What follows belongs to an exercise in optimizing a design on an open flow for small area, a short achievable clock period and few clock cycles per item; a production flow would make more cautious choices. Function was checked by simulation only, so behaviour that the tests miss may differ from the original. No activity file was given, so power comes from the tool's default toggle rates.

==> flow/design.v <==
package wtok_pkg;
  localparam int unsigned LENGTH_WIDTH_DEF = 16;
  localparam logic [31:0] FNV_BASIS = 32'h811C_9DC5;
  localparam logic [31:0] FNV_PRIME = 32'h0100_0193;
  localparam logic [7:0] CHR_NUL = 8'h00;
  localparam logic [7:0] CHR_TAB = 8'h09;
  localparam logic [7:0] CHR_LF  = 8'h0A;
  localparam logic [7:0] CHR_VT  = 8'h0B;
  localparam logic [7:0] CHR_FF  = 8'h0C;
  localparam logic [7:0] CHR_CR  = 8'h0D;
  localparam logic [7:0] CHR_SP  = 8'h20;
  localparam logic [15:0] EOS_LENGTH = 16'd4;
  localparam int unsigned QUEUE_DEPTH = 4;
  localparam int unsigned QUEUE_PTR_W = $clog2(QUEUE_DEPTH);
  localparam int unsigned QUEUE_CNT_W = $clog2(QUEUE_DEPTH + 1);
  typedef struct packed {
    logic [7:0] data_byte;
    logic       end_of_input;
  } byte_t;
  typedef struct packed {
    logic [31:0] word_hash;
    logic [15:0] word_length;
    logic        is_eos;
    logic        last;
  } token_t;
  localparam int unsigned TOKEN_W = 50;  
  localparam logic [31:0] EOS_HASH = 32'hD79C_9359;
endpackage
import wtok_pkg::*;
module wtok_room (
  input  logic [1:0] cls,
  input  logic       in_word,
  input  logic [1:0] e_pre,
  input  logic       w_own,
  input  logic       e_post,
  input  logic       take,
  output logic       ok
);
  logic       e_front;
  logic [1:0] e_pre1;
  logic       w_own1;
  logic       e_post1;
  always_comb begin
    e_front = (e_pre != 2'd0);
    e_pre1  = e_pre;
    w_own1  = w_own;
    e_post1 = e_post;
    if (take) begin
      if (e_front) begin
        e_pre1 = e_pre - 2'd1;
      end else if (w_own) begin
        w_own1  = 1'b0;
        e_pre1  = {1'b0, e_post};
        e_post1 = 1'b0;
      end
    end
    case (cls)
      2'd1:    ok = in_word || !w_own;
      2'd2:    ok = in_word || (w_own1 ? !e_post1 : (e_pre1 != 2'd2));
      2'd3:    ok = 1'b1;
      default: ok = 1'b0;
    endcase
  end
endmodule
module word_tokenizer_fnv1a_hasher_top #(
  parameter int unsigned LENGTH_WIDTH = wtok_pkg::LENGTH_WIDTH_DEF
) (
  input  logic   clk,
  input  logic   rst,
  input  logic   byte_valid,
  output logic   byte_ready,
  input  wtok_pkg::byte_t  byte_data,
  output logic   token_valid,
  input  logic   token_ready,
  output wtok_pkg::token_t token_data
);
  localparam logic [1:0] C_NONE = 2'd0;
  localparam logic [1:0] C_WORD = 2'd1;
  localparam logic [1:0] C_LF   = 2'd2;
  localparam logic [1:0] C_END  = 2'd3;
  logic [1:0]  ib_cls;
  logic        ib_b7;
  logic [6:0]  xlo_r;       
  logic                    in_word;
  logic [31:0]             hash_r;
  logic [LENGTH_WIDTH-1:0] len_r;
  logic                    last_r;
  logic [1:0]  e_pre;
  logic        w_own;
  logic        e_post;
  logic        rdy_nt;
  logic        rdy_t;
  logic        e_front;
  logic        word_end;
  logic        imm_w;
  logic        take;
  logic        w_now;       
  logic        w_give;      
  logic        ok;
  logic        hash_upd;
  logic        hash_clr;
  logic        byte_xfer;
  logic        in_space;
  logic [1:0]  in_cls;
  logic [6:0]  in_low;
  logic [31:0] mix_out;
  logic [31:0] mixed;
  logic [6:0]  hlo_n;
  logic [6:0]  xlo_n;
  logic [1:0]  ib_cls_n;
  logic        in_word_n;
  logic [1:0]  e_pre_n;
  logic        w_own_n;
  logic        e_post_n;
  logic        ok_nt_n;
  logic        ok_t_n;
  assign e_front     = (e_pre != 2'd0);
  assign word_end    = in_word && ib_cls[1];
  assign imm_w       = word_end && !e_front;
  assign token_valid = e_front || w_own || imm_w;
  assign take        = token_valid && token_ready;
  assign token_data.word_hash   = e_front ? EOS_HASH : hash_r;
  assign token_data.word_length = e_front ? EOS_LENGTH : 16'(len_r);
  assign token_data.is_eos      = e_front;
  assign token_data.last        = e_front || (w_own ? last_r : ib_cls[0]);
  assign byte_ready = rdy_nt || (token_ready && rdy_t);
  assign byte_xfer  = byte_valid && byte_ready;
  wtok_room u_room (
    .cls(ib_cls), .in_word(in_word), .e_pre(e_pre), .w_own(w_own),
    .e_post(e_post), .take(take), .ok(ok)
  );
  always_comb begin
    w_now    = imm_w && token_ready;
    w_give   = take && !e_front && w_own;
    hash_upd = (ib_cls == C_WORD) && ok;
    hash_clr = w_now || w_give;
    in_space = (byte_data.data_byte == CHR_SP)  || (byte_data.data_byte == CHR_LF) ||
               (byte_data.data_byte == CHR_CR)  || (byte_data.data_byte == CHR_TAB) ||
               (byte_data.data_byte == CHR_VT)  || (byte_data.data_byte == CHR_FF) ||
               (byte_data.data_byte == CHR_NUL);
    if (byte_data.end_of_input)                 in_cls = C_END;
    else if (byte_data.data_byte == CHR_LF)     in_cls = C_LF;
    else if (in_space)                          in_cls = C_END;
    else                                        in_cls = C_WORD;
    in_low = byte_data.data_byte[6:0] ^ {7{byte_data.data_byte[7]}};
    if (byte_xfer)   ib_cls_n = in_cls;
    else if (ok)     ib_cls_n = C_NONE;
    else             ib_cls_n = ib_cls;
    e_pre_n   = e_pre;
    w_own_n   = w_own;
    e_post_n  = e_post;
    in_word_n = in_word;
    if (take && !imm_w) begin
      if (e_front) begin
        e_pre_n = e_pre - 2'd1;
      end else begin
        w_own_n  = 1'b0;
        e_pre_n  = {1'b0, e_post};
        e_post_n = 1'b0;
      end
    end
    if (ok) begin
      case (ib_cls)
        C_WORD: in_word_n = 1'b1;
        C_LF: begin
          in_word_n = 1'b0;
          if (in_word) begin
            if (w_now) begin
              e_pre_n  = e_pre_n + 2'd1;
            end else begin
              w_own_n  = 1'b1;
              e_post_n = 1'b1;
            end
          end else if (w_own_n) begin
            e_post_n = 1'b1;
          end else begin
            e_pre_n  = e_pre_n + 2'd1;
          end
        end
        C_END: begin
          in_word_n = 1'b0;
          if (in_word && !w_now) w_own_n = 1'b1;
        end
        default: ;
      endcase
    end
    mixed = mix_out;
    if (!in_word_n)      hlo_n = FNV_BASIS[6:0];
    else if (hash_upd)   hlo_n = mixed[6:0];
    else                 hlo_n = hash_r[6:0];
    xlo_n = hlo_n ^ in_low;
  end
  fnv_mul u_mul (.x({hash_r[31:7], xlo_r}), .e(ib_b7), .y(mix_out));
  wtok_room u_room_nt (
    .cls(ib_cls_n), .in_word(in_word_n), .e_pre(e_pre_n), .w_own(w_own_n),
    .e_post(e_post_n), .take(1'b0), .ok(ok_nt_n)
  );
  wtok_room u_room_t (
    .cls(ib_cls_n), .in_word(in_word_n), .e_pre(e_pre_n), .w_own(w_own_n),
    .e_post(e_post_n), .take(1'b1), .ok(ok_t_n)
  );
  always_ff @(posedge clk) begin
    if (rst) begin
      ib_cls  <= C_NONE;
      in_word <= 1'b0;
      e_pre   <= 2'd0;
      w_own   <= 1'b0;
      e_post  <= 1'b0;
      rdy_nt  <= 1'b1;
      rdy_t   <= 1'b1;
    end else begin
      ib_cls  <= ib_cls_n;
      in_word <= in_word_n;
      e_pre   <= e_pre_n;
      w_own   <= w_own_n;
      e_post  <= e_post_n;
      rdy_nt  <= (ib_cls_n == C_NONE) || ok_nt_n;
      rdy_t   <= (ib_cls_n == C_NONE) || ok_t_n;
    end
  end
  always_ff @(posedge clk) begin
    if (byte_xfer) begin
      xlo_r <= xlo_n;
      ib_b7 <= byte_data.data_byte[7];
    end
  end
  always_ff @(posedge clk) begin
    if (rst || hash_clr) begin
      hash_r <= FNV_BASIS;
      len_r  <= '0;
    end else if (hash_upd) begin
      hash_r <= mixed;
      if (len_r != '1) begin
        len_r <= len_r + LENGTH_WIDTH'(1);
      end
    end
  end
  always_ff @(posedge clk) begin
    if (ok && word_end && !w_now) begin
      last_r <= (ib_cls == C_END);
    end
  end
endmodule
module fnv_mul (
  input  logic [31:0] x,
  input  logic        e,
  output logic [31:0] y
);
  logic fs0;
  logic fc0;
  logic fs1;
  logic fc1;
  logic fs2;
  logic fc2;
  logic fs3;
  logic fc3;
  logic fs4;
  logic fc4;
  logic fs5;
  logic fc5;
  logic fs6;
  logic fc6;
  logic fs7;
  logic fc7;
  logic fs8;
  logic fc8;
  logic fs9;
  logic fc9;
  logic fs10;
  logic fc10;
  logic fs11;
  logic fc11;
  logic fs12;
  logic fc12;
  logic fs13;
  logic fc13;
  logic fs14;
  logic fc14;
  logic fs15;
  logic fc15;
  logic fs16;
  logic fc16;
  logic fs17;
  logic fc17;
  logic fs18;
  logic fc18;
  logic fs19;
  logic fc19;
  logic fs20;
  logic fc20;
  logic fs21;
  logic fc21;
  logic fs22;
  logic fc22;
  logic fs23;
  logic fc23;
  logic fs24;
  logic fc24;
  logic fs25;
  logic fc25;
  logic fs26;
  logic fc26;
  logic fs27;
  logic fc27;
  logic fs28;
  logic fc28;
  logic fs29;
  logic fc29;
  logic fs30;
  logic fc30;
  logic fs31;
  logic fc31;
  logic fs32;
  logic fc32;
  logic fs33;
  logic fc33;
  logic fs34;
  logic fc34;
  logic fs35;
  logic fc35;
  logic fs36;
  logic fc36;
  logic fs37;
  logic fc37;
  logic fs38;
  logic fc38;
  logic fs39;
  logic fc39;
  logic fs40;
  logic fc40;
  logic fs41;
  logic fc41;
  logic fs42;
  logic fc42;
  logic fs43;
  logic fc43;
  logic fs44;
  logic fc44;
  logic fs45;
  logic fc45;
  logic fs46;
  logic fc46;
  logic fs47;
  logic fc47;
  logic fs48;
  logic fc48;
  logic fs49;
  logic fc49;
  logic fs50;
  logic fc50;
  logic fs51;
  logic fc51;
  logic fs52;
  logic fc52;
  logic fs53;
  logic fc53;
  logic fs54;
  logic fc54;
  logic fs55;
  logic fc55;
  logic fs56;
  logic fc56;
  logic fs57;
  logic fc57;
  logic fs58;
  logic fc58;
  logic fs59;
  logic fc59;
  logic fs60;
  logic fc60;
  logic fs61;
  logic fc61;
  logic fs62;
  logic fc62;
  logic fs63;
  logic fc63;
  logic fs64;
  logic fc64;
  logic fs65;
  logic fc65;
  logic fs66;
  logic fc66;
  logic fs67;
  logic fc67;
  logic fs68;
  logic fc68;
  logic fs69;
  logic fc69;
  logic fs70;
  logic fc70;
  logic fs71;
  logic fc71;
  logic fs72;
  logic fc72;
  logic fs73;
  logic fc73;
  logic fs74;
  logic fc74;
  logic fs75;
  logic fc75;
  logic fs76;
  logic fc76;
  logic fs77;
  logic fc77;
  logic fs78;
  logic fc78;
  logic fs79;
  logic fc79;
  logic fs80;
  logic fc80;
  logic fs81;
  logic fc81;
  logic fs82;
  logic fc82;
  logic fs83;
  logic fc83;
  logic fs84;
  logic fc84;
  logic [31:0] ra, rb;
  assign fs0 = x[4] ^ x[3] ^ x[0];
  assign fc0 = (x[4] & x[3]) | (x[4] & x[0]) | (x[3] & x[0]);
  assign fs1 = x[5] ^ x[4] ^ x[1];
  assign fc1 = (x[5] & x[4]) | (x[5] & x[1]) | (x[4] & x[1]);
  assign fs2 = x[6] ^ x[5] ^ x[2];
  assign fc2 = (x[6] & x[5]) | (x[6] & x[2]) | (x[5] & x[2]);
  assign fs3 = x[7] ^ x[6] ^ x[3];
  assign fc3 = (x[7] & x[6]) | (x[7] & x[3]) | (x[6] & x[3]);
  assign fs4 = x[0] ^ e ^ fc2;
  assign fc4 = (x[0] & e) | (x[0] & fc2) | (e & fc2);
  assign fs5 = x[8] ^ x[7] ^ x[4];
  assign fc5 = (x[8] & x[7]) | (x[8] & x[4]) | (x[7] & x[4]);
  assign fs6 = x[1] ^ x[0] ^ e;
  assign fc6 = (x[1] & x[0]) | (x[1] & e) | (x[0] & e);
  assign fs7 = fc3 ^ fs5 ^ fs6;
  assign fc7 = (fc3 & fs5) | (fc3 & fs6) | (fs5 & fs6);
  assign fs8 = x[9] ^ x[8] ^ x[5];
  assign fc8 = (x[9] & x[8]) | (x[9] & x[5]) | (x[8] & x[5]);
  assign fs9 = x[2] ^ x[1] ^ fc5;
  assign fc9 = (x[2] & x[1]) | (x[2] & fc5) | (x[1] & fc5);
  assign fs10 = fc6 ^ fs8 ^ fc7;
  assign fc10 = (fc6 & fs8) | (fc6 & fc7) | (fs8 & fc7);
  assign fs11 = x[10] ^ x[9] ^ x[6];
  assign fc11 = (x[10] & x[9]) | (x[10] & x[6]) | (x[9] & x[6]);
  assign fs12 = x[3] ^ x[2] ^ fc8;
  assign fc12 = (x[3] & x[2]) | (x[3] & fc8) | (x[2] & fc8);
  assign fs13 = fs11 ^ fc9 ^ fs12;
  assign fc13 = (fs11 & fc9) | (fs11 & fs12) | (fc9 & fs12);
  assign fs14 = x[11] ^ x[10] ^ x[7];
  assign fc14 = (x[11] & x[10]) | (x[11] & x[7]) | (x[10] & x[7]);
  assign fs15 = x[4] ^ x[3] ^ fc11;
  assign fc15 = (x[4] & x[3]) | (x[4] & fc11) | (x[3] & fc11);
  assign fs16 = fs14 ^ fc12 ^ fs15;
  assign fc16 = (fs14 & fc12) | (fs14 & fs15) | (fc12 & fs15);
  assign fs17 = x[12] ^ x[11] ^ x[8];
  assign fc17 = (x[12] & x[11]) | (x[12] & x[8]) | (x[11] & x[8]);
  assign fs18 = x[5] ^ x[4] ^ fc14;
  assign fc18 = (x[5] & x[4]) | (x[5] & fc14) | (x[4] & fc14);
  assign fs19 = fs17 ^ fc15 ^ fs18;
  assign fc19 = (fs17 & fc15) | (fs17 & fs18) | (fc15 & fs18);
  assign fs20 = x[13] ^ x[12] ^ x[9];
  assign fc20 = (x[13] & x[12]) | (x[13] & x[9]) | (x[12] & x[9]);
  assign fs21 = x[6] ^ x[5] ^ fc17;
  assign fc21 = (x[6] & x[5]) | (x[6] & fc17) | (x[5] & fc17);
  assign fs22 = fs20 ^ fc18 ^ fs21;
  assign fc22 = (fs20 & fc18) | (fs20 & fs21) | (fc18 & fs21);
  assign fs23 = x[14] ^ x[13] ^ x[10];
  assign fc23 = (x[14] & x[13]) | (x[14] & x[10]) | (x[13] & x[10]);
  assign fs24 = x[7] ^ x[6] ^ fc20;
  assign fc24 = (x[7] & x[6]) | (x[7] & fc20) | (x[6] & fc20);
  assign fs25 = fs23 ^ fc21 ^ fs24;
  assign fc25 = (fs23 & fc21) | (fs23 & fs24) | (fc21 & fs24);
  assign fs26 = x[15] ^ x[14] ^ x[11];
  assign fc26 = (x[15] & x[14]) | (x[15] & x[11]) | (x[14] & x[11]);
  assign fs27 = x[8] ^ x[7] ^ fc23;
  assign fc27 = (x[8] & x[7]) | (x[8] & fc23) | (x[7] & fc23);
  assign fs28 = fs26 ^ fc24 ^ fs27;
  assign fc28 = (fs26 & fc24) | (fs26 & fs27) | (fc24 & fs27);
  assign fs29 = x[16] ^ x[15] ^ x[12];
  assign fc29 = (x[16] & x[15]) | (x[16] & x[12]) | (x[15] & x[12]);
  assign fs30 = x[9] ^ x[8] ^ fc26;
  assign fc30 = (x[9] & x[8]) | (x[9] & fc26) | (x[8] & fc26);
  assign fs31 = fs29 ^ fc27 ^ fs30;
  assign fc31 = (fs29 & fc27) | (fs29 & fs30) | (fc27 & fs30);
  assign fs32 = x[17] ^ x[16] ^ x[13];
  assign fc32 = (x[17] & x[16]) | (x[17] & x[13]) | (x[16] & x[13]);
  assign fs33 = x[10] ^ x[9] ^ fc29;
  assign fc33 = (x[10] & x[9]) | (x[10] & fc29) | (x[9] & fc29);
  assign fs34 = fs32 ^ fc30 ^ fs33;
  assign fc34 = (fs32 & fc30) | (fs32 & fs33) | (fc30 & fs33);
  assign fs35 = x[18] ^ x[17] ^ x[14];
  assign fc35 = (x[18] & x[17]) | (x[18] & x[14]) | (x[17] & x[14]);
  assign fs36 = x[11] ^ x[10] ^ fc32;
  assign fc36 = (x[11] & x[10]) | (x[11] & fc32) | (x[10] & fc32);
  assign fs37 = fs35 ^ fc33 ^ fs36;
  assign fc37 = (fs35 & fc33) | (fs35 & fs36) | (fc33 & fs36);
  assign fs38 = x[19] ^ x[18] ^ x[15];
  assign fc38 = (x[19] & x[18]) | (x[19] & x[15]) | (x[18] & x[15]);
  assign fs39 = x[12] ^ x[11] ^ fc35;
  assign fc39 = (x[12] & x[11]) | (x[12] & fc35) | (x[11] & fc35);
  assign fs40 = fs38 ^ fc36 ^ fs39;
  assign fc40 = (fs38 & fc36) | (fs38 & fs39) | (fc36 & fs39);
  assign fs41 = x[20] ^ x[19] ^ x[16];
  assign fc41 = (x[20] & x[19]) | (x[20] & x[16]) | (x[19] & x[16]);
  assign fs42 = x[13] ^ x[12] ^ fc38;
  assign fc42 = (x[13] & x[12]) | (x[13] & fc38) | (x[12] & fc38);
  assign fs43 = fs41 ^ fc39 ^ fs42;
  assign fc43 = (fs41 & fc39) | (fs41 & fs42) | (fc39 & fs42);
  assign fs44 = x[21] ^ x[20] ^ x[17];
  assign fc44 = (x[21] & x[20]) | (x[21] & x[17]) | (x[20] & x[17]);
  assign fs45 = x[14] ^ x[13] ^ fc41;
  assign fc45 = (x[14] & x[13]) | (x[14] & fc41) | (x[13] & fc41);
  assign fs46 = fs44 ^ fc42 ^ fs45;
  assign fc46 = (fs44 & fc42) | (fs44 & fs45) | (fc42 & fs45);
  assign fs47 = x[22] ^ x[21] ^ x[18];
  assign fc47 = (x[22] & x[21]) | (x[22] & x[18]) | (x[21] & x[18]);
  assign fs48 = x[15] ^ x[14] ^ fc44;
  assign fc48 = (x[15] & x[14]) | (x[15] & fc44) | (x[14] & fc44);
  assign fs49 = fs47 ^ fc45 ^ fs48;
  assign fc49 = (fs47 & fc45) | (fs47 & fs48) | (fc45 & fs48);
  assign fs50 = x[23] ^ x[22] ^ x[19];
  assign fc50 = (x[23] & x[22]) | (x[23] & x[19]) | (x[22] & x[19]);
  assign fs51 = x[16] ^ x[15] ^ fc47;
  assign fc51 = (x[16] & x[15]) | (x[16] & fc47) | (x[15] & fc47);
  assign fs52 = fs50 ^ fc48 ^ fs51;
  assign fc52 = (fs50 & fc48) | (fs50 & fs51) | (fc48 & fs51);
  assign fs53 = x[24] ^ x[23] ^ x[20];
  assign fc53 = (x[24] & x[23]) | (x[24] & x[20]) | (x[23] & x[20]);
  assign fs54 = x[17] ^ x[16] ^ x[0];
  assign fc54 = (x[17] & x[16]) | (x[17] & x[0]) | (x[16] & x[0]);
  assign fs55 = e ^ fc50 ^ fs53;
  assign fc55 = (e & fc50) | (e & fs53) | (fc50 & fs53);
  assign fs56 = fs54 ^ fc51 ^ fs55;
  assign fc56 = (fs54 & fc51) | (fs54 & fs55) | (fc51 & fs55);
  assign fs57 = x[25] ^ x[24] ^ x[21];
  assign fc57 = (x[25] & x[24]) | (x[25] & x[21]) | (x[24] & x[21]);
  assign fs58 = x[18] ^ x[17] ^ x[1];
  assign fc58 = (x[18] & x[17]) | (x[18] & x[1]) | (x[17] & x[1]);
  assign fs59 = fc53 ^ fc54 ^ fs57;
  assign fc59 = (fc53 & fc54) | (fc53 & fs57) | (fc54 & fs57);
  assign fs60 = fs58 ^ fc55 ^ fs59;
  assign fc60 = (fs58 & fc55) | (fs58 & fs59) | (fc55 & fs59);
  assign fs61 = x[26] ^ x[25] ^ x[22];
  assign fc61 = (x[26] & x[25]) | (x[26] & x[22]) | (x[25] & x[22]);
  assign fs62 = x[19] ^ x[18] ^ x[2];
  assign fc62 = (x[19] & x[18]) | (x[19] & x[2]) | (x[18] & x[2]);
  assign fs63 = fc57 ^ fc58 ^ fs61;
  assign fc63 = (fc57 & fc58) | (fc57 & fs61) | (fc58 & fs61);
  assign fs64 = fs62 ^ fc59 ^ fs63;
  assign fc64 = (fs62 & fc59) | (fs62 & fs63) | (fc59 & fs63);
  assign fs65 = x[27] ^ x[26] ^ x[23];
  assign fc65 = (x[27] & x[26]) | (x[27] & x[23]) | (x[26] & x[23]);
  assign fs66 = x[20] ^ x[19] ^ x[3];
  assign fc66 = (x[20] & x[19]) | (x[20] & x[3]) | (x[19] & x[3]);
  assign fs67 = fc61 ^ fc62 ^ fs65;
  assign fc67 = (fc61 & fc62) | (fc61 & fs65) | (fc62 & fs65);
  assign fs68 = fs66 ^ fc63 ^ fs67;
  assign fc68 = (fs66 & fc63) | (fs66 & fs67) | (fc63 & fs67);
  assign fs69 = x[28] ^ x[27] ^ x[24];
  assign fc69 = (x[28] & x[27]) | (x[28] & x[24]) | (x[27] & x[24]);
  assign fs70 = x[21] ^ x[20] ^ x[4];
  assign fc70 = (x[21] & x[20]) | (x[21] & x[4]) | (x[20] & x[4]);
  assign fs71 = fc65 ^ fc66 ^ fs69;
  assign fc71 = (fc65 & fc66) | (fc65 & fs69) | (fc66 & fs69);
  assign fs72 = fs70 ^ fc67 ^ fs71;
  assign fc72 = (fs70 & fc67) | (fs70 & fs71) | (fc67 & fs71);
  assign fs73 = x[29] ^ x[28] ^ x[25];
  assign fc73 = (x[29] & x[28]) | (x[29] & x[25]) | (x[28] & x[25]);
  assign fs74 = x[22] ^ x[21] ^ x[5];
  assign fc74 = (x[22] & x[21]) | (x[22] & x[5]) | (x[21] & x[5]);
  assign fs75 = fc69 ^ fc70 ^ fs73;
  assign fc75 = (fc69 & fc70) | (fc69 & fs73) | (fc70 & fs73);
  assign fs76 = fs74 ^ fc71 ^ fs75;
  assign fc76 = (fs74 & fc71) | (fs74 & fs75) | (fc71 & fs75);
  assign fs77 = x[30] ^ x[29] ^ x[26];
  assign fc77 = (x[30] & x[29]) | (x[30] & x[26]) | (x[29] & x[26]);
  assign fs78 = x[23] ^ x[22] ^ x[6];
  assign fc78 = (x[23] & x[22]) | (x[23] & x[6]) | (x[22] & x[6]);
  assign fs79 = fc73 ^ fc74 ^ fs77;
  assign fc79 = (fc73 & fc74) | (fc73 & fs77) | (fc74 & fs77);
  assign fs80 = fs78 ^ fc75 ^ fs79;
  assign fc80 = (fs78 & fc75) | (fs78 & fs79) | (fc75 & fs79);
  assign fs81 = x[31] ^ x[30] ^ x[27];
  assign fc81 = (x[31] & x[30]) | (x[31] & x[27]) | (x[30] & x[27]);
  assign fs82 = x[24] ^ x[23] ^ x[7];
  assign fc82 = (x[24] & x[23]) | (x[24] & x[7]) | (x[23] & x[7]);
  assign fs83 = fc77 ^ fc78 ^ fs81;
  assign fc83 = (fc77 & fc78) | (fc77 & fs81) | (fc78 & fs81);
  assign fs84 = fs82 ^ fc79 ^ fs83;
  assign fc84 = (fs82 & fc79) | (fs82 & fs83) | (fc79 & fs83);
  assign ra[0] = x[0];
  assign rb[0] = e;
  assign ra[1] = x[1];
  assign rb[1] = x[0];
  assign ra[2] = x[2];
  assign rb[2] = x[1];
  assign ra[3] = x[3];
  assign rb[3] = x[2];
  assign ra[4] = e;
  assign rb[4] = fs0;
  assign ra[5] = fc0;
  assign rb[5] = fs1;
  assign ra[6] = fc1;
  assign rb[6] = fs2;
  assign ra[7] = fs3;
  assign rb[7] = fs4;
  assign ra[8] = fc4;
  assign rb[8] = fs7;
  assign ra[9] = fs9;
  assign rb[9] = fs10;
  assign ra[10] = fc10;
  assign rb[10] = fs13;
  assign ra[11] = fc13;
  assign rb[11] = fs16;
  assign ra[12] = fc16;
  assign rb[12] = fs19;
  assign ra[13] = fc19;
  assign rb[13] = fs22;
  assign ra[14] = fc22;
  assign rb[14] = fs25;
  assign ra[15] = fc25;
  assign rb[15] = fs28;
  assign ra[16] = fc28;
  assign rb[16] = fs31;
  assign ra[17] = fc31;
  assign rb[17] = fs34;
  assign ra[18] = fc34;
  assign rb[18] = fs37;
  assign ra[19] = fc37;
  assign rb[19] = fs40;
  assign ra[20] = fc40;
  assign rb[20] = fs43;
  assign ra[21] = fc43;
  assign rb[21] = fs46;
  assign ra[22] = fc46;
  assign rb[22] = fs49;
  assign ra[23] = fc49;
  assign rb[23] = fs52;
  assign ra[24] = fc52;
  assign rb[24] = fs56;
  assign ra[25] = fc56;
  assign rb[25] = fs60;
  assign ra[26] = fc60;
  assign rb[26] = fs64;
  assign ra[27] = fc64;
  assign rb[27] = fs68;
  assign ra[28] = fc68;
  assign rb[28] = fs72;
  assign ra[29] = fc72;
  assign rb[29] = fs76;
  assign ra[30] = fc76;
  assign rb[30] = fs80;
  assign ra[31] = fc80;
  assign rb[31] = fs84;
  logic [31:0] g0, p0;
  assign g0 = ra & rb;
  assign p0 = ra ^ rb;
  logic gc0;
  assign gc0 = g0[0] | (p0[0] & e);
  logic gn1, pn1;
  assign gn1 = g0[1] | (p0[1] & gc0);
  assign pn1 = p0[1] & p0[0];
  logic gn2, pn2;
  assign gn2 = g0[3] | (p0[3] & g0[2]);
  assign pn2 = p0[3] & p0[2];
  logic gn3, pn3;
  assign gn3 = g0[5] | (p0[5] & g0[4]);
  assign pn3 = p0[5] & p0[4];
  logic gn4, pn4;
  assign gn4 = g0[7] | (p0[7] & g0[6]);
  assign pn4 = p0[7] & p0[6];
  logic gn5, pn5;
  assign gn5 = g0[9] | (p0[9] & g0[8]);
  assign pn5 = p0[9] & p0[8];
  logic gn6, pn6;
  assign gn6 = g0[11] | (p0[11] & g0[10]);
  assign pn6 = p0[11] & p0[10];
  logic gn7, pn7;
  assign gn7 = g0[13] | (p0[13] & g0[12]);
  assign pn7 = p0[13] & p0[12];
  logic gn8, pn8;
  assign gn8 = g0[15] | (p0[15] & g0[14]);
  assign pn8 = p0[15] & p0[14];
  logic gn9, pn9;
  assign gn9 = g0[17] | (p0[17] & g0[16]);
  assign pn9 = p0[17] & p0[16];
  logic gn10, pn10;
  assign gn10 = g0[19] | (p0[19] & g0[18]);
  assign pn10 = p0[19] & p0[18];
  logic gn11, pn11;
  assign gn11 = g0[21] | (p0[21] & g0[20]);
  assign pn11 = p0[21] & p0[20];
  logic gn12, pn12;
  assign gn12 = g0[23] | (p0[23] & g0[22]);
  assign pn12 = p0[23] & p0[22];
  logic gn13, pn13;
  assign gn13 = g0[25] | (p0[25] & g0[24]);
  assign pn13 = p0[25] & p0[24];
  logic gn14, pn14;
  assign gn14 = g0[27] | (p0[27] & g0[26]);
  assign pn14 = p0[27] & p0[26];
  logic gn15, pn15;
  assign gn15 = g0[29] | (p0[29] & g0[28]);
  assign pn15 = p0[29] & p0[28];
  logic gn16, pn16;
  assign gn16 = g0[31] | (p0[31] & g0[30]);
  assign pn16 = p0[31] & p0[30];
  logic gn17, pn17;
  assign gn17 = g0[2] | (p0[2] & gn1);
  assign pn17 = p0[2] & pn1;
  logic gn18, pn18;
  assign gn18 = gn2 | (pn2 & gn1);
  assign pn18 = pn2 & pn1;
  logic gn19, pn19;
  assign gn19 = g0[6] | (p0[6] & gn3);
  assign pn19 = p0[6] & pn3;
  logic gn20, pn20;
  assign gn20 = gn4 | (pn4 & gn3);
  assign pn20 = pn4 & pn3;
  logic gn21, pn21;
  assign gn21 = g0[10] | (p0[10] & gn5);
  assign pn21 = p0[10] & pn5;
  logic gn22, pn22;
  assign gn22 = gn6 | (pn6 & gn5);
  assign pn22 = pn6 & pn5;
  logic gn23, pn23;
  assign gn23 = g0[14] | (p0[14] & gn7);
  assign pn23 = p0[14] & pn7;
  logic gn24, pn24;
  assign gn24 = gn8 | (pn8 & gn7);
  assign pn24 = pn8 & pn7;
  logic gn25, pn25;
  assign gn25 = g0[18] | (p0[18] & gn9);
  assign pn25 = p0[18] & pn9;
  logic gn26, pn26;
  assign gn26 = gn10 | (pn10 & gn9);
  assign pn26 = pn10 & pn9;
  logic gn27, pn27;
  assign gn27 = g0[22] | (p0[22] & gn11);
  assign pn27 = p0[22] & pn11;
  logic gn28, pn28;
  assign gn28 = gn12 | (pn12 & gn11);
  assign pn28 = pn12 & pn11;
  logic gn29, pn29;
  assign gn29 = g0[26] | (p0[26] & gn13);
  assign pn29 = p0[26] & pn13;
  logic gn30, pn30;
  assign gn30 = gn14 | (pn14 & gn13);
  assign pn30 = pn14 & pn13;
  logic gn31, pn31;
  assign gn31 = g0[30] | (p0[30] & gn15);
  assign pn31 = p0[30] & pn15;
  logic gn32, pn32;
  assign gn32 = gn16 | (pn16 & gn15);
  assign pn32 = pn16 & pn15;
  logic gn33, pn33;
  assign gn33 = g0[4] | (p0[4] & gn18);
  assign pn33 = p0[4] & pn18;
  logic gn34, pn34;
  assign gn34 = gn3 | (pn3 & gn18);
  assign pn34 = pn3 & pn18;
  logic gn35, pn35;
  assign gn35 = gn19 | (pn19 & gn18);
  assign pn35 = pn19 & pn18;
  logic gn36, pn36;
  assign gn36 = gn20 | (pn20 & gn18);
  assign pn36 = pn20 & pn18;
  logic gn37, pn37;
  assign gn37 = g0[12] | (p0[12] & gn22);
  assign pn37 = p0[12] & pn22;
  logic gn38, pn38;
  assign gn38 = gn7 | (pn7 & gn22);
  assign pn38 = pn7 & pn22;
  logic gn39, pn39;
  assign gn39 = gn23 | (pn23 & gn22);
  assign pn39 = pn23 & pn22;
  logic gn40, pn40;
  assign gn40 = gn24 | (pn24 & gn22);
  assign pn40 = pn24 & pn22;
  logic gn41, pn41;
  assign gn41 = g0[20] | (p0[20] & gn26);
  assign pn41 = p0[20] & pn26;
  logic gn42, pn42;
  assign gn42 = gn11 | (pn11 & gn26);
  assign pn42 = pn11 & pn26;
  logic gn43, pn43;
  assign gn43 = gn27 | (pn27 & gn26);
  assign pn43 = pn27 & pn26;
  logic gn44, pn44;
  assign gn44 = gn28 | (pn28 & gn26);
  assign pn44 = pn28 & pn26;
  logic gn45, pn45;
  assign gn45 = g0[28] | (p0[28] & gn30);
  assign pn45 = p0[28] & pn30;
  logic gn46, pn46;
  assign gn46 = gn15 | (pn15 & gn30);
  assign pn46 = pn15 & pn30;
  logic gn47, pn47;
  assign gn47 = gn31 | (pn31 & gn30);
  assign pn47 = pn31 & pn30;
  logic gn48, pn48;
  assign gn48 = gn32 | (pn32 & gn30);
  assign pn48 = pn32 & pn30;
  logic gn49, pn49;
  assign gn49 = g0[8] | (p0[8] & gn36);
  assign pn49 = p0[8] & pn36;
  logic gn50, pn50;
  assign gn50 = gn5 | (pn5 & gn36);
  assign pn50 = pn5 & pn36;
  logic gn51, pn51;
  assign gn51 = gn21 | (pn21 & gn36);
  assign pn51 = pn21 & pn36;
  logic gn52, pn52;
  assign gn52 = gn22 | (pn22 & gn36);
  assign pn52 = pn22 & pn36;
  logic gn53, pn53;
  assign gn53 = gn37 | (pn37 & gn36);
  assign pn53 = pn37 & pn36;
  logic gn54, pn54;
  assign gn54 = gn38 | (pn38 & gn36);
  assign pn54 = pn38 & pn36;
  logic gn55, pn55;
  assign gn55 = gn39 | (pn39 & gn36);
  assign pn55 = pn39 & pn36;
  logic gn56, pn56;
  assign gn56 = gn40 | (pn40 & gn36);
  assign pn56 = pn40 & pn36;
  logic gn57, pn57;
  assign gn57 = g0[24] | (p0[24] & gn44);
  assign pn57 = p0[24] & pn44;
  logic gn58, pn58;
  assign gn58 = gn13 | (pn13 & gn44);
  assign pn58 = pn13 & pn44;
  logic gn59, pn59;
  assign gn59 = gn29 | (pn29 & gn44);
  assign pn59 = pn29 & pn44;
  logic gn60, pn60;
  assign gn60 = gn30 | (pn30 & gn44);
  assign pn60 = pn30 & pn44;
  logic gn61, pn61;
  assign gn61 = gn45 | (pn45 & gn44);
  assign pn61 = pn45 & pn44;
  logic gn62, pn62;
  assign gn62 = gn46 | (pn46 & gn44);
  assign pn62 = pn46 & pn44;
  logic gn63, pn63;
  assign gn63 = gn47 | (pn47 & gn44);
  assign pn63 = pn47 & pn44;
  logic gn64, pn64;
  assign gn64 = gn48 | (pn48 & gn44);
  assign pn64 = pn48 & pn44;
  logic gn65, pn65;
  assign gn65 = g0[16] | (p0[16] & gn56);
  assign pn65 = p0[16] & pn56;
  logic gn66, pn66;
  assign gn66 = gn9 | (pn9 & gn56);
  assign pn66 = pn9 & pn56;
  logic gn67, pn67;
  assign gn67 = gn25 | (pn25 & gn56);
  assign pn67 = pn25 & pn56;
  logic gn68, pn68;
  assign gn68 = gn26 | (pn26 & gn56);
  assign pn68 = pn26 & pn56;
  logic gn69, pn69;
  assign gn69 = gn41 | (pn41 & gn56);
  assign pn69 = pn41 & pn56;
  logic gn70, pn70;
  assign gn70 = gn42 | (pn42 & gn56);
  assign pn70 = pn42 & pn56;
  logic gn71, pn71;
  assign gn71 = gn43 | (pn43 & gn56);
  assign pn71 = pn43 & pn56;
  logic gn72, pn72;
  assign gn72 = gn44 | (pn44 & gn56);
  assign pn72 = pn44 & pn56;
  logic gn73, pn73;
  assign gn73 = gn57 | (pn57 & gn56);
  assign pn73 = pn57 & pn56;
  logic gn74, pn74;
  assign gn74 = gn58 | (pn58 & gn56);
  assign pn74 = pn58 & pn56;
  logic gn75, pn75;
  assign gn75 = gn59 | (pn59 & gn56);
  assign pn75 = pn59 & pn56;
  logic gn76, pn76;
  assign gn76 = gn60 | (pn60 & gn56);
  assign pn76 = pn60 & pn56;
  logic gn77, pn77;
  assign gn77 = gn61 | (pn61 & gn56);
  assign pn77 = pn61 & pn56;
  logic gn78, pn78;
  assign gn78 = gn62 | (pn62 & gn56);
  assign pn78 = pn62 & pn56;
  logic gn79, pn79;
  assign gn79 = gn63 | (pn63 & gn56);
  assign pn79 = pn63 & pn56;
  logic gn80, pn80;
  assign gn80 = gn64 | (pn64 & gn56);
  assign pn80 = pn64 & pn56;
  logic [31:0] pe;
  assign pe = p0 ^ {32{e}};
  assign y[0] = pe[0] ^ e;
  assign y[1] = pe[1] ^ gc0;
  assign y[2] = pe[2] ^ gn1;
  assign y[3] = pe[3] ^ gn17;
  assign y[4] = pe[4] ^ gn18;
  assign y[5] = pe[5] ^ gn33;
  assign y[6] = pe[6] ^ gn34;
  assign y[7] = pe[7] ^ gn35;
  assign y[8] = pe[8] ^ gn36;
  assign y[9] = pe[9] ^ gn49;
  assign y[10] = pe[10] ^ gn50;
  assign y[11] = pe[11] ^ gn51;
  assign y[12] = pe[12] ^ gn52;
  assign y[13] = pe[13] ^ gn53;
  assign y[14] = pe[14] ^ gn54;
  assign y[15] = pe[15] ^ gn55;
  assign y[16] = pe[16] ^ gn56;
  assign y[17] = pe[17] ^ gn65;
  assign y[18] = pe[18] ^ gn66;
  assign y[19] = pe[19] ^ gn67;
  assign y[20] = pe[20] ^ gn68;
  assign y[21] = pe[21] ^ gn69;
  assign y[22] = pe[22] ^ gn70;
  assign y[23] = pe[23] ^ gn71;
  assign y[24] = pe[24] ^ gn72;
  assign y[25] = pe[25] ^ gn73;
  assign y[26] = pe[26] ^ gn74;
  assign y[27] = pe[27] ^ gn75;
  assign y[28] = pe[28] ^ gn76;
  assign y[29] = pe[29] ^ gn77;
  assign y[30] = pe[30] ^ gn78;
  assign y[31] = pe[31] ^ gn79;
endmodule
==> flow/flow/run.sh <==
#!/bin/bash
# Layout flow: the standard flow, with two changes between its steps.
#  1. After the standard synthesis, flow/fapol.py re-chooses the polarity of
#     each full adder cell (a full adder is self-dual) to drop the inverters
#     that Yosys's adder extraction leaves between them, and turns an xor2
#     with one inverted input into an xnor2 (or back). Registers and all
#     other cells are untouched.
#  2. Ports are buffered with sky130_fd_sc_hd__buf_1 instead of the
#     flow's default buffer cell (every port still gets its own buffer).
# Each tool's output goes to a log file of its own in this folder.
set -euo pipefail
R=orfs/results/sky130hd/word_tokenizer_fnv1a_hasher_top/base
bash standard.sh synth > 1_standard_synth.log 2>&1
cp $R/1_2_yosys.v 1_2_yosys.standard.v
python3 flow/fapol.py 1_2_yosys.standard.v $R/1_2_yosys.v > 2_fapol.log 2>&1
touch $R/1_2_yosys.v
bash standard.sh BUFFER_PORTS_ARGS="-buffer_cell sky130_fd_sc_hd__buf_1" finish > 3_standard_finish.log 2>&1
==> flow/flow/fapol.py <==
#!/usr/bin/env python3
"""Choose the polarity of each full adder cell in a Yosys netlist so that as
few inverters as possible remain.

A full adder is self-dual: complementing its three inputs complements its sum
and carry. Yosys's adder extraction leaves many inverters between full
adders; this picks, for every fa cell, whether to build it on complemented
inputs (giving complemented outputs), then rebuilds the inverters: at most
one per signal, from the signal's net. Only inverters are removed or added
and only fa inputs are rewired; registers and all other cells are unchanged.

usage: fapol.py IN.v OUT.v
"""
import re, sys, random

src = open(sys.argv[1]).read()
m = re.search(r'^module\s+(\S+)\((.*?)\);\n', src, re.M | re.S)
head_end = m.end()
end_mod = src.rindex('endmodule')
body = src[head_end:end_mod]

decl_re = re.compile(r'^\s*(input|output|inout|wire)\s+(\[\d+:\d+\]\s+)?(\S+)\s*;\s*$', re.M)
inst_re = re.compile(r'^\s*(sky130_fd_sc_hd__\w+)\s+(\S+)\s*\((.*?)\);\s*$', re.M | re.S)
pin_re = re.compile(r'\.(\w+)\(\s*(.*?)\s*\)\s*(?:,|$)', re.S)

decls = []
ports = set()
for d in decl_re.finditer(body):
    decls.append(d.group(0))
    if d.group(1) in ('output',):
        rng = d.group(2)
        name = d.group(3)
        if rng:
            hi, lo = map(int, re.findall(r'\d+', rng))
            for i in range(min(hi, lo), max(hi, lo) + 1):
                ports.add(f'{name}[{i}]')
        else:
            ports.add(name)

OUTPINS = {'X', 'Y', 'Q', 'Q_N', 'SUM', 'COUT', 'HI', 'LO'}
cells = []
for c in inst_re.finditer(body):
    typ, name, pins = c.group(1), c.group(2), c.group(3)
    conn = {}
    for p in pin_re.finditer(pins):
        conn[p.group(1)] = p.group(2).strip()
    cells.append({'type': typ, 'name': name, 'conn': conn})

def is_inv(c):
    return re.match(r'sky130_fd_sc_hd__(clk)?inv_\d+$', c['type']) is not None

def norm(n):
    return n.strip()

driver = {}
for c in cells:
    for p, n in c['conn'].items():
        if p in OUTPINS:
            driver[norm(n)] = (c, p)

# inverters that drive a port stay as they are (treated as ordinary cells)
invs = [c for c in cells if is_inv(c) and norm(c['conn']['Y']) not in ports]
inv_set = set(id(c) for c in invs)

def resolve(n):
    n = norm(n); p = 0
    while n in driver and id(driver[n][0]) in inv_set:
        n = norm(driver[n][0]['conn']['A']); p ^= 1
    return n, p

fas = [c for c in cells if c['type'].startswith('sky130_fd_sc_hd__fa_')]
fa_idx = {id(c): i for i, c in enumerate(fas)}
sig_fa = {}                      # signal net -> fa index that drives it
for i, c in enumerate(fas):
    sig_fa[norm(c['conn']['SUM'])] = i
    sig_fa[norm(c['conn']['COUT'])] = i

# consumers: (cell, pin, signal, polarity)
cons = []
for c in cells:
    if id(c) in inv_set:
        continue
    for p, n in c['conn'].items():
        if p in OUTPINS:
            continue
        s, pol = resolve(n)
        cons.append((c, p, s, pol))
# signals that reach a port other than through kept cells: freeze their fa
frozen = set()
for n in ports:
    s, pol = resolve(n)
    if s in sig_fa and (s != norm(n)):
        frozen.add(sig_fa[s])

by_sig = {}
for k, (c, p, s, pol) in enumerate(cons):
    by_sig.setdefault(s, []).append(k)
fa_sigs = [set() for _ in fas]
for k, (c, p, s, pol) in enumerate(cons):
    if id(c) in fa_idx:
        fa_sigs[fa_idx[id(c)]].add(s)
    if s in sig_fa:
        fa_sigs[sig_fa[s]].add(s)

flip = [0] * len(fas)

def is_xor(c):
    return re.match(r'sky130_fd_sc_hd__x(n)?or2_\d+$', c['type']) is not None

def sig_cost(s):
    phi = flip[sig_fa[s]] if s in sig_fa else 0
    for k in by_sig.get(s, []):
        c, p, _, pol = cons[k]
        if is_xor(c):
            continue
        eff = pol ^ (flip[fa_idx[id(c)]] if id(c) in fa_idx else 0)
        if eff != phi:
            return 1
    return 0

def total():
    return sum(sig_cost(s) for s in by_sig)

before = total()
random.seed(1)
best_flip, best = list(flip), before
for restart in range(30):
    flip[:] = [0] * len(fas) if restart == 0 else [random.randint(0, 1) if i not in frozen else 0 for i in range(len(fas))]
    order = list(range(len(fas)))
    for rnd in range(60):
        improved = False
        random.shuffle(order)
        for i in order:
            if i in frozen:
                continue
            old = sum(sig_cost(s) for s in fa_sigs[i])
            flip[i] ^= 1
            new = sum(sig_cost(s) for s in fa_sigs[i])
            if new < old:
                improved = True
            elif new == old and random.random() < 0.3:
                pass
            else:
                flip[i] ^= 1
        if not improved and rnd > 15:
            break
    cur = total()
    if cur < best:
        best, best_flip = cur, list(flip)
flip[:] = best_flip
after = total()

def esc(n):
    n = norm(n)
    return n + ' ' if n.startswith('\\') else n

# rebuild: drop resolved inverters, one new inverter per signal that needs it
inv_of = {}
new_wires, new_cells = [], []
kept_inv_type = {}
for c in invs:
    s, _ = resolve(c['conn']['Y'])
    kept_inv_type.setdefault(s, c['type'])
cnt = 0
def inv_net(s):
    global cnt
    if s not in inv_of:
        cnt += 1
        w = f'_fapol_{cnt}_'
        inv_of[s] = w
        new_wires.append(f'  wire {w};')
        t = kept_inv_type.get(s, 'sky130_fd_sc_hd__inv_1')
        new_cells.append(f'  {t} _fapol_inv_{cnt}_ (\n    .A({esc(s)}),\n    .Y({w})\n  );')
    return inv_of[s]

swap = {}
for k, (c, p, s, pol) in enumerate(cons):
    phi = flip[sig_fa[s]] if s in sig_fa else 0
    eff = pol ^ (flip[fa_idx[id(c)]] if id(c) in fa_idx else 0)
    if is_xor(c):
        c['conn'][p] = s
        if eff != phi:
            swap[id(c)] = swap.get(id(c), 0) ^ 1
        continue
    c['conn'][p] = s if eff == phi else inv_net(s)
n_swap = 0
for c in cells:
    if swap.get(id(c)):
        n_swap += 1
        m2 = re.match(r'sky130_fd_sc_hd__(x(?:n)?or2)_(\d+)$', c['type'])
        kind, drive = m2.group(1), m2.group(2)
        if kind == 'xor2':
            c['type'] = f'sky130_fd_sc_hd__xnor2_{drive}'
            c['conn'] = {('Y' if q == 'X' else q): n for q, n in c['conn'].items()}
        else:
            c['type'] = f'sky130_fd_sc_hd__xor2_{drive}'
            c['conn'] = {('X' if q == 'Y' else q): n for q, n in c['conn'].items()}

dead = set(norm(c['conn']['Y']) for c in invs)
out = [src[:head_end]]
for d in decls:
    mm = decl_re.match(d)
    if mm.group(1) == 'wire' and not mm.group(2) and norm(mm.group(3)) in dead:
        continue
    out.append(d + '\n')
out += [w + '\n' for w in new_wires]
for c in cells:
    if id(c) in inv_set:
        continue
    pins = ',\n'.join(f'    .{p}({esc(n)})' for p, n in c['conn'].items())
    out.append(f"  {c['type']} {c['name']} (\n{pins}\n  );\n")
out += [x + '\n' for x in new_cells]
out.append(src[end_mod:])
open(sys.argv[2], 'w').write(''.join(out))
print(f'fapol: {len(fas)} full adders, {sum(flip)} flipped, {len(frozen)} frozen, {n_swap} xor/xnor swapped; '
      f'inverters {len(invs)} -> {len(inv_of)} (signal cost {before} -> {after})')
==> flow/standard.sh <==
#!/bin/bash
# synth_recipe.tcl (not shown) runs the flow's synth.tcl, then flattens the netlist and writes it again
# the make line also repeats each setting of config.mk as NAME=value (left out here)
make -C /OpenROAD-flow-scripts/flow DESIGN_CONFIG=/design/flow/config.mk WORK_HOME=/design/flow/orfs CLKGATE_MAP_FILE= SYNTH_SCRIPT=/design/flow/synth_recipe.tcl "${@:-finish}"
==> flow/config.mk <==
export PLATFORM = sky130hd
export DESIGN_NAME = word_tokenizer_fnv1a_hasher_top
export DESIGN_NICKNAME = word_tokenizer_fnv1a_hasher_top
export VERILOG_FILES = /design/flow/design.v
export SDC_FILE = /design/flow/constraint.sdc
export NUM_CORES = 4
export LEC_CHECK = 0
export CAP_MARGIN = 20
export CORE_MARGIN = 2
export CORE_UTILIZATION = 50
export CTS_BUF_LIST = sky130_fd_sc_hd__clkbuf_8
export CTS_CLUSTER_SIZE = 20
export SETUP_SLACK_MARGIN = 2.5
export SLEW_MARGIN = 20
==> flow/constraint.sdc <==
create_clock -name core_clock -period 6.5 [get_ports {clk}]
set_input_delay 1.3000 -clock core_clock [delete_from_list [all_inputs] [get_ports {clk}]]
set_output_delay 1.3000 -clock core_clock [all_outputs]
set_load 0.01 [all_outputs]
==> results of run 1 <==
## worst max-delay path, stage by stage, from the launching register on
cell and delay (ps):
dfxtp_4 390, fa_2 390, fa_1 490, fa_1 550
ha_4 310, nand4_1 140, buf_4 180, nor4_1 230
o21ai_1 120, nand3_2 100, buf_4 120, a21o_1 150
a21o_1 140, a21oi_1 90, xnor2_1 140, a211oi_1 220
## registers in the layout, summed over array words and instances (netlist names)
signal   cells
rdy_nt       1
rdy_t        1
e_post       1
ib_b7        1
hash_r      32
ib_cls       2
w_own        1
xlo_r        7
in_word      1
e_pre        2
len_r       16
last_r       1
## timing repair
action,CTS,global route
endpoints found under the setup margin,12,10
pin swaps,7,15
setup buffers,11,23
gates cloned,1,0
resized for setup,25,29
## per-layer routing
layer,GRT usage,routed length (um),share of wire,up-vias
met3,0.0360,747,0.046,19
met5,0,0,0,-
met2,0.423,8120,0.50,119
met1,0.343,7090,0.44,2484
met4,0.0635,271,0.017,0
li1,-,-,-,2435
## path summary, 6_finish.rpt
kind                 to  depth (start not counted)        from
min reg2reg   hash_r[6]                          2   hash_r[6]
max          hash_r[23]                         15  hash_r[13]
max reg2reg  hash_r[23]                         15  hash_r[13]
min           hash_r[6]                          2   hash_r[6]
## area by class of cell
| cell class | instances | area [um^2] | area share |
|---|---|---|---|
| clock inverter | 7 | 77.6 | 0.0104 |
| timing repair buffer | 103 | 571 | 0.0761 |
| multi-input combinational | 549 | 4950 | 0.661 |
| inverter | 27 | 101 | 0.0135 |
| tap | 172 | 215 | 0.0287 |
| clock buffer | 9 | 124 | 0.0165 |
| sequential | 66 | 1450 | 0.194 |
## stage by stage
stage                     std cells  power [mW]  setup WS (ps)  hold slack, ps  instance area [um^2]
final                           933        2.15           2630             483                  7490
after floorplan                 668        1.37           2650             428                  6400
after global placement          882        1.58           2240             453                  6780
after CTS                       910        2.05           2510             486                  7180
after detailed placement        882        1.59           2130             466                  6780
after global routing            933        2.32           2490             515                  7490
## power groups by stage
stage          clock (mW)  sequential [mW]  combinational, mW
2_1_floorplan           0            0.462              0.906
3_3_place_gp            0            0.474               1.10
3_5_place_dp            0            0.475               1.12
4_1_cts             0.381            0.461               1.20
5_1_grt             0.398            0.460               1.46
6_report            0.372            0.456               1.32
==> results.ini, run 1 <==
[global_route]
globalRoute.totalOverflow=0
gr-usage-all-layers=0.251
antenna_found_initial=0
grt_max_degree=33
grt_pass1_wl_mm=25.9
grt_pass1_vias=4960

[clocking]
clk_path_buf_depth=2
root_buffer=clkbuf_8
clkTransAtPathRegs_ps=90
h-tree-depth=3
clk_latency_ps=370
cts.sinks=66
hold_buffers=0
cts_buffers=9
tritoncts=done

[yosys]
synth_cells=668
syn_nets=800
syn-cell-area_mm2=0.00640
yosys_warnings=2
avgSynthCellArea_um2=9.58

[route]
via_count=5057
drt_pass1_iterations=4
detail_route.wl_per_cell_um=17.4
drtAntennaViolNets=0
viasPerCell=5.42
drc=0
drt-total-wl_mm=16.2
initialDrtViolationCount=242

[final_layout]
drive_gt1_frac=0.138
mostFrequentLayoutCells=72 x fa_1, 67 x xnor2_1, 67 x nor2_1
n_fill_cell=1147
fin_util=0.596
syn_to_final_growth_pct=17.2
fin_nets=888
layout_commonest_cell=fa_1
antennaDiodeCount=0

[min_path]
holdCritPathClass=flop to flop

[setup_path]
crit_required_ps=6780
end_kind=flop
critPathKind=flop to flop
cp.arrival_ps=4150
reg2reg_slack_ps=2630
critPathMaxFanout=6
worstSetupStartpointType=flop

[floorplan]
ios=65
die_width_um=117
chipHeight_um=117
start_util=0.509
rows=41
coreArea_mm2=0.0126
dieArea_mm2=0.0137

[pwr]
power_frac_comb=0.615
power_frac_clock=0.173
p_per_area_mw_per_mm2=287
switchingPower_mw=0.897
worst_ir_drop_vdd_uv=112
p_int_mw=1.25
leakagePower_nw=2.90
seqPwrFrac=0.212
switching_share=0.418

[placement]
hpwl_mm=11.7
io_buffers=64
place_congestion=0.906

[timing]
report.final.slew_viol_count=0
worst_pin_slew_ps=728
min_period_ps=3870
fin_setup_tns_ps=0
fin_skew_ps=10.4
clock.fmax_ghz=0.258
setup_viol=0
relSlewSlack=0.514
period_share=0.596
finalHoldViolCount=0
rsz0062_at_grt=no

[flow_run]
drv_cap=0

[outcome]
status=timing/DRC/antenna clean

Testbench counts, summed over its fixed seeds: cycles 24,016, bytes 24,000.
==> run 2, diff against run 1 <==
--- a/flow/design.v
+++ b/flow/design.v
@@ -82,3 +82,2 @@
   logic        ib_b7;
-  logic [6:0]  xlo_r;       
   logic                    in_word;
@@ -108,3 +107,4 @@
   logic [6:0]  hlo_n;
-  logic [6:0]  xlo_n;
+  logic        w_next_nt;   
+  logic        w_next_t;    
   logic [1:0]  ib_cls_n;
@@ -187,8 +187,10 @@
     mixed = mix_out;
-    if (!in_word_n)      hlo_n = FNV_BASIS[6:0];
+    if (rst || hash_clr) hlo_n = FNV_BASIS[6:0];
     else if (hash_upd)   hlo_n = mixed[6:0];
     else                 hlo_n = hash_r[6:0];
-    xlo_n = hlo_n ^ in_low;
+    if (byte_xfer && in_cls == C_WORD) hlo_n = hlo_n ^ in_low;
+    w_next_nt = w_own_n || (in_word_n && ib_cls_n[1]);
+    w_next_t  = (e_pre_n != 2'd0) && w_next_nt;
   end
-  fnv_mul u_mul (.x({hash_r[31:7], xlo_r}), .e(ib_b7), .y(mix_out));
+  fnv_mul u_mul (.x(hash_r), .e(ib_b7), .y(mix_out));
   wtok_room u_room_nt (
@@ -216,4 +218,4 @@
       e_post  <= e_post_n;
-      rdy_nt  <= (ib_cls_n == C_NONE) || ok_nt_n;
-      rdy_t   <= (ib_cls_n == C_NONE) || ok_t_n;
+      rdy_nt  <= ((ib_cls_n == C_NONE) || ok_nt_n) && !w_next_nt;
+      rdy_t   <= ((ib_cls_n == C_NONE) || ok_t_n) && !w_next_t;
     end
@@ -222,3 +224,2 @@
     if (byte_xfer) begin
-      xlo_r <= xlo_n;
       ib_b7 <= byte_data.data_byte[7];
@@ -228,6 +229,6 @@
     if (rst || hash_clr) begin
-      hash_r <= FNV_BASIS;
-      len_r  <= '0;
+      hash_r[31:7] <= FNV_BASIS[31:7];
+      len_r        <= '0;
     end else if (hash_upd) begin
-      hash_r <= mixed;
+      hash_r[31:7] <= mixed[31:7];
       if (len_r != '1) begin
@@ -237,2 +238,5 @@
   end
+  always_ff @(posedge clk) begin
+    hash_r[6:0] <= hlo_n;
+  end
   always_ff @(posedge clk) begin
--- a/flow/config.mk
+++ b/flow/config.mk
@@ -9,3 +9,3 @@
 export CORE_MARGIN = 2
-export CORE_UTILIZATION = 50
+export CORE_UTILIZATION = 40
 export CTS_BUF_LIST = sky130_fd_sc_hd__clkbuf_8
==> run 2 against run 1 <==
Compared with the run above:
- clock skew increased by 1.4 ps
- first-iteration DRC count increased by 4.5%
- utilization decreased by 12 points
- highest routed layer unchanged
==> results.ini, run 2 <==
[route]
drtAntennaViolNets=0  ; unchanged
via_count=5114  ; +1.1%
detail_route.wl_per_cell_um=17.5  ; +0.46%
initialDrtViolationCount=253  ; +4.5%
drt-total-wl_mm=16.8  ; +3.5%
drc=0  ; unchanged
drt_pass1_iterations=6  ; +2
viasPerCell=5.32  ; -1.8%

[global_route]
gr-usage-all-layers=0.210  ; -0.0409
grt_max_degree=36  ; +9.1%
grt_pass1_wl_mm=27.4  ; +5.9%
globalRoute.totalOverflow=0  ; unchanged
antenna_found_initial=0  ; unchanged
grt_pass1_vias=5209  ; +5.0%

[placement]
place_congestion=0.886  ; -2.2%
io_buffers=64  ; unchanged
hpwl_mm=12.5  ; +6.9%
dpl.cell_count=928  ; +5.2%

[timing]
finalHoldViolCount=0  ; unchanged
clock.fmax_ghz=0.257  ; -0.54%
period_share=0.599  ; +0.00321
rsz0062_at_grt=no
fin_skew_ps=11.8  ; +1.37 ps
report.final.slew_viol_count=0  ; unchanged
worst_pin_slew_ps=810  ; +82.0 ps
fin_worst_hold_slack_ps=524  ; +41.5 ps
min_period_ps=3890  ; +20.9 ps
relSlewSlack=0.451  ; -0.0632
setup_viol=0  ; unchanged
fin_setup_tns_ps=0  ; unchanged

[clocking]
root_buffer=clkbuf_8
cts.sinks=59  ; -11%
tritoncts=done
cts_buffers=9  ; unchanged
h-tree-depth=3  ; unchanged
clk_path_buf_depth=2  ; unchanged
clk_latency_ps=350  ; -20 ps
clkTransAtPathRegs_ps=80  ; about the same
hold_buffers=0  ; unchanged

[floorplan]
rows=45  ; +9.8%
die_width_um=130  ; +11%
chipHeight_um=130  ; +11%
dieArea_mm2=0.0169  ; +23%
coreArea_mm2=0.0153  ; +22%
ios=65  ; unchanged
start_util=0.413  ; -0.0955

[pwr]
worst_ir_drop_vdd_uv=149  ; +33%
switching_share=0.458  ; +0.0400
switchingPower_mw=1.32  ; +47%
p_int_mw=1.56  ; +25%
p_per_area_mw_per_mm2=395  ; +38%
power_frac_comb=0.727  ; +0.112
seqPwrFrac=0.155  ; -0.057
leakagePower_nw=2.73  ; -6.1%
power_frac_clock=0.118  ; -0.055

[setup_path]
worstSetupStartpointType=flop
crit_buf_inv=0  ; -2
crit_required_ps=6750  ; -30 ps
end_kind=flop
cp.arrival_ps=4150  ; about the same
path_cells=fa_2 > fa_1 > fa_1 > ha_4 > a21oi_2 > o21ai_2 > a2111o_1 > and2_4 > a2111o_1 > a31oi_1 > xnor2_1 > o31ai_1
reg2reg_slack_ps=2610  ; -20 ps
critPathKind=flop to flop
critPathMaxFanout=7  ; +1
critPathTopFamily=adder cells
max_stage_delay_ps=610  ; +60 ps
cp_slowest_cell=fa_1

[final_layout]
syn_to_final_growth_pct=15.3
drive_gt1_frac=0.137  ; -0.000643
n_fill_cell=1505  ; +31%
largestRegisters=hash_r x32, len_r x16
antennaDiodeCount=0  ; unchanged
mostFrequentLayoutCells=79 x fa_1, 75 x xnor2_1, 67 x nor2_1
largest_register_ffs=32  ; unchanged
top_register=hash_r
fin_cells=961  ; +3.0%
layout_commonest_cell=fa_1
fin_util=0.477  ; -0.120
fin_nets=877  ; -1.2%

[outcome]
status=timing/DRC/antenna clean

[min_path]
holdCritPathClass=flop to flop

[yosys]
syn-cell-area_mm2=0.00633  ; -1.0%
avgSynthCellArea_um2=9.37  ; -2.2%
yosys_warnings=2  ; unchanged
synth_cells=676  ; +1.2%
syn_nets=808  ; +1.0%

[flow_run]
drv_cap=0  ; unchanged

==> run 2: cell count changes in the layout (fill, tap and decap cells not counted), sizes merged, moves of 8 or more <==
cell and change:
xor2 -8, buf -16, a21oi -13, nand2 +13, xnor2 +8
==> run 2: path summary, 6_finish.rpt <==
kind / startpoint / endpoint / cells past startpoint
min: len_r[5] / len_r[5] / 2
max reg2reg: hash_r[16] / hash_r[29] / 12
max: hash_r[16] / hash_r[29] / 12
min reg2reg: len_r[5] / len_r[5] / 2
==> run 2: layout make-up <==
type,count,area [um^2],area share
clock buffers,9,124,0.0170
clock inverters,7,68.8,0.00943
inverters,33,124,0.0170
multi-input cells,556,5060,0.693
flip-flops and latches,59,1250,0.172
well taps,211,264,0.0362
repair buffers,86,405,0.0555
==> run 2: what timing repair did <==
| item | in CTS | in global routing |
|---|---|---|
| buffers inserted | 0 | 17 |
| pin swaps | 1 | 17 |
| gates resized for setup | 27 | 36 |
| setup endpoints to repair | 13 | 11 |
==> run 2: metal layers <==
layer	vias to the layer above	part of all wire	track usage	wire length [um]
met5	-	0	0	0
met4	0	0.0073	0.0411	123
met3	11	0.043	0.0316	722
met2	124	0.50	0.353	8390
met1	2533	0.45	0.290	7570
li1	2446	-	-	-
==> run 2: worst register-to-register path, stage by stage, from the launching register on <==
cell and delay (ps):
dfxtp_4 400, fa_2 360, fa_1 520, fa_1 610
ha_4 230, a21oi_2 130, o21ai_2 90, a2111o_1 440
and2_4 150, a2111o_1 320, a31oi_1 220, xnor2_1 90
o31ai_1 230
==> run 2: metrics by stage <==
step                      area, um^2  setup slack (ps)  power, mW
after detailed placement        6750              2060       2.27
after CTS                       7020              2490       2.69
after global placement          6750              2190       2.24
after floorplan                 6330              2520       1.90
final                           7300              2610       2.88
after global routing            7300              2470       3.16
==> run 2: power by group through the flow <==
| stage | clock network, mW | logic [mW] | registers, mW |
|---|---|---|---|
| 3_5_place_dp | 0 | 1.81 | 0.459 |
| 2_1_floorplan | 0 | 1.47 | 0.435 |
| 3_3_place_gp | 0 | 1.79 | 0.458 |
| 4_1_cts | 0.351 | 1.89 | 0.453 |
| 6_report | 0.341 | 2.10 | 0.446 |
| 5_1_grt | 0.367 | 2.34 | 0.453 |
Testbench counts of run 2, summed over its fixed seeds: cycles 24,016, bytes 24,000.
==> run 3, diff against run 2 <==
--- a/flow/config.mk
+++ b/flow/config.mk
@@ -12,3 +12,3 @@
 export CTS_CLUSTER_SIZE = 20
-export SETUP_SLACK_MARGIN = 2.5
+export SETUP_SLACK_MARGIN = 2.2
 export SLEW_MARGIN = 20
==> run 3 against run 2 <==
Compared with the run above:
- sequential power rose by 2%
- combinational power fell by about 10%
- non-clock buffer count decreased by 17
- sequential share of layout area increased by 0.24 points
- critical path type unchanged
==> results.ini, run 3 <==
[outcome]
status=timing/DRC/antenna clean

[floorplan]
rows=45  ; unchanged
dieArea_mm2=0.0169  ; unchanged
die_width_um=130  ; unchanged
ios=65  ; unchanged
chipHeight_um=130  ; unchanged
coreArea_mm2=0.0153  ; unchanged
start_util=0.413  ; unchanged

[route]
drt-total-wl_mm=16.5  ; -1.9%
drtAntennaViolNets=0  ; unchanged
detail_route.wl_per_cell_um=17.5  ; -0.11%
drt_pass1_iterations=5  ; -1
viasPerCell=5.33  ; about the same
initialDrtViolationCount=245  ; -3.2%
via_count=5027  ; -1.7%
drc=0  ; unchanged

[timing]
period_share=0.633  ; +0.0346
min_period_ps=4120  ; +225 ps
clock.fmax_ghz=0.243  ; -5.5%
fin_setup_tns_ps=0  ; unchanged
setup_viol=0  ; unchanged
report.final.slew_viol_count=0  ; unchanged
relSlewSlack=0.407  ; -0.0439
fin_skew_ps=5.61  ; -6.16 ps
finalHoldViolCount=0  ; unchanged
rsz0062_at_grt=no
worst_pin_slew_ps=875  ; +64.8 ps

[setup_path]
cp_slowest_cell=fa_1
cp.arrival_ps=4390  ; +240 ps
crit_buf_inv=0  ; unchanged
max_stage_delay_ps=510  ; -100 ps
path_cells=fa_1 > fa_1 > fa_1 > ha_1 > a21oi_1 > o21ai_0 > a2111o_1 > and2_1 > a2111o_1 > a31oi_1 > xnor2_1 > o31ai_1
critPathMostFrequentCell=fa_1
critPathKind=flop to flop
crit_required_ps=6770  ; +20 ps
r2r_cells=12  ; unchanged
critPathTopFamily=adder cells
worstSetupStartpointType=flop
critPathMaxFanout=7  ; unchanged
timing.rr.end=hash_r[29]
reg2reg_slack_ps=2380  ; -230 ps
reg2reg_from=hash_r[22]
end_kind=flop

[clocking]
root_buffer=clkbuf_8
cts.sinks=59  ; unchanged
clk_latency_ps=360  ; about the same
clk_path_buf_depth=2  ; unchanged
h-tree-depth=3  ; unchanged
cts_buffers=9  ; unchanged
hold_buffers=0  ; unchanged
clkTransAtPathRegs_ps=80  ; about the same
tritoncts=done

[min_path]
worstHoldStart=len_r[8]
whs_endpoint=len_r[8]
holdCritPathClass=flop to flop
worstHoldPathCells=2  ; unchanged

[yosys]
synth_cells=676  ; unchanged
syn_nets=808  ; unchanged
avgSynthCellArea_um2=9.37  ; unchanged
yosys_warnings=2  ; unchanged
syn-cell-area_mm2=0.00633  ; unchanged

[global_route]
antenna_found_initial=0  ; unchanged
gr-usage-all-layers=0.212  ; +0.00177
globalRoute.totalOverflow=0  ; unchanged
grt_pass1_wl_mm=27.6  ; +0.43%
grt_pass1_vias=5306  ; +1.9%
grt_max_degree=36  ; unchanged

[final_layout]
antennaDiodeCount=0  ; unchanged
layout_commonest_cell=fa_1
largest_register_ffs=32  ; unchanged
fin_nets=860  ; -1.9%
drive_gt1_frac=0.0778  ; -0.0596
top_register=hash_r
n_fill_cell=1507  ; +0.13%
mostFrequentLayoutCells=81 x fa_1, 75 x xnor2_1, 67 x nor2_1
largestRegisters=hash_r x32, len_r x16
syn_to_final_growth_pct=10.6
fin_util=0.457  ; -0.0192

[placement]
io_buffers=64  ; unchanged
place_congestion=0.881  ; -0.67%
hpwl_mm=12.5  ; -0.52%

[pwr]
p_per_area_mw_per_mm2=385  ; -2.5%
worst_ir_drop_vdd_uv=175  ; +18%
power_mw=2.70  ; -6.4%
leakagePower_nw=2.65  ; -3.0%

[flow_run]
drv_cap=0  ; unchanged

## run 3: tightest hold or removal path: cells and delay by family, from the launching register on
kind           cells  cell delay [ps]
flip-flops         1              340
AO/OA/AOI/OAI      2              150
## run 3: worst max path at each step
stage                startpoint         end  slack (ps)  cells after the start
finish               hash_r[22]  hash_r[29]        2380                     12
global route         hash_r[22]  hash_r[29]        2200                     12
CTS                   hash_r[4]  hash_r[30]        2190                     10
detailed placement  token_ready  hash_r[23]        2050                     10
global placement    token_ready  hash_r[23]        2170                     10
floorplan                 ib_b7  hash_r[29]        2320                     13
## run 3: power breakdown
group | internal (mW) | switching (mW)
registers | 0.385 | 0.0680
clock network | 0.196 | 0.166
logic | 0.861 | 1.02
total | 1.44 | 1.26
## run 3: metal layers
layer,global-route usage,routed length [um],share of wire,up-vias
met5,0,0,0,-
met4,0.0468,165,0.010,0
met3,0.0447,825,0.050,12
met2,0.357,8050,0.49,129
met1,0.281,7450,0.45,2477
li1,-,-,-,2409
## run 3: metrics by stage
stage	area, um^2	hold slack (ps)	worst slack (ps)	instances
floorplan	6330	466	2320	676
global route	7010	583	2200	944
global placement	6750	495	2170	928
CTS	6960	534	2190	944
detailed placement	6750	522	2050	928
finish	7010	535	2380	944
## run 3: what timing repair did
| action | CTS | global route |
|---|---|---|
| setup endpoints to repair | 3 | 9 |
| resized for setup | 1 | 20 |
| cloned | 0 | 0 |
| setup buffers | 0 | 0 |
## run 3: final cells by class
class	instances	area, um^2	share of cell area
Sequential cell	59	1220	0.174
Clock buffer	11	151	0.0216
Inverter	33	124	0.0177
Timing Repair Buffer	69	278	0.0396
Multi-Input combinational cell	556	4910	0.702
Tap cell	211	264	0.0377
Clock inverter	5	53.8	0.00768

what the ideal ports hide:
Ports are ideal in the flow. The routed layouts listed here were re-timed in OpenROAD.
Step 1, drivers: a clkbuf_16 drives clk and a buf_2 each remaining input, both assumed.
Step 2 adds t to the input delays and takes it off the output delays; t is the mean of the earliest and latest rising clock arrival at the registers after step 1. Input paths then give back, and output paths get back, about the clock's delay inside the block.
a / b / c = ideal ports / drivers / drivers and shift; a / b = the first two.
run | t, ns | setup WS [ns] | worst setup path after step 2 | clock arrival spread, ns
run 1 | 0.402 | 2.628 / 2.628 / 2.573 | input to register | 0.010 / 0.010
run 2 | 0.381 | 2.607 / 2.607 / 2.556 | input to register | 0.017 / 0.017
run 3 | 0.393 | 2.382 / 2.382 / 2.332 | input to register | 0.006 / 0.005
After both steps setup and hold are still met in every run listed. The setup slack of run 1, which loses most, moves by 0.000 ns with the drivers and by -0.055 ns with both steps.
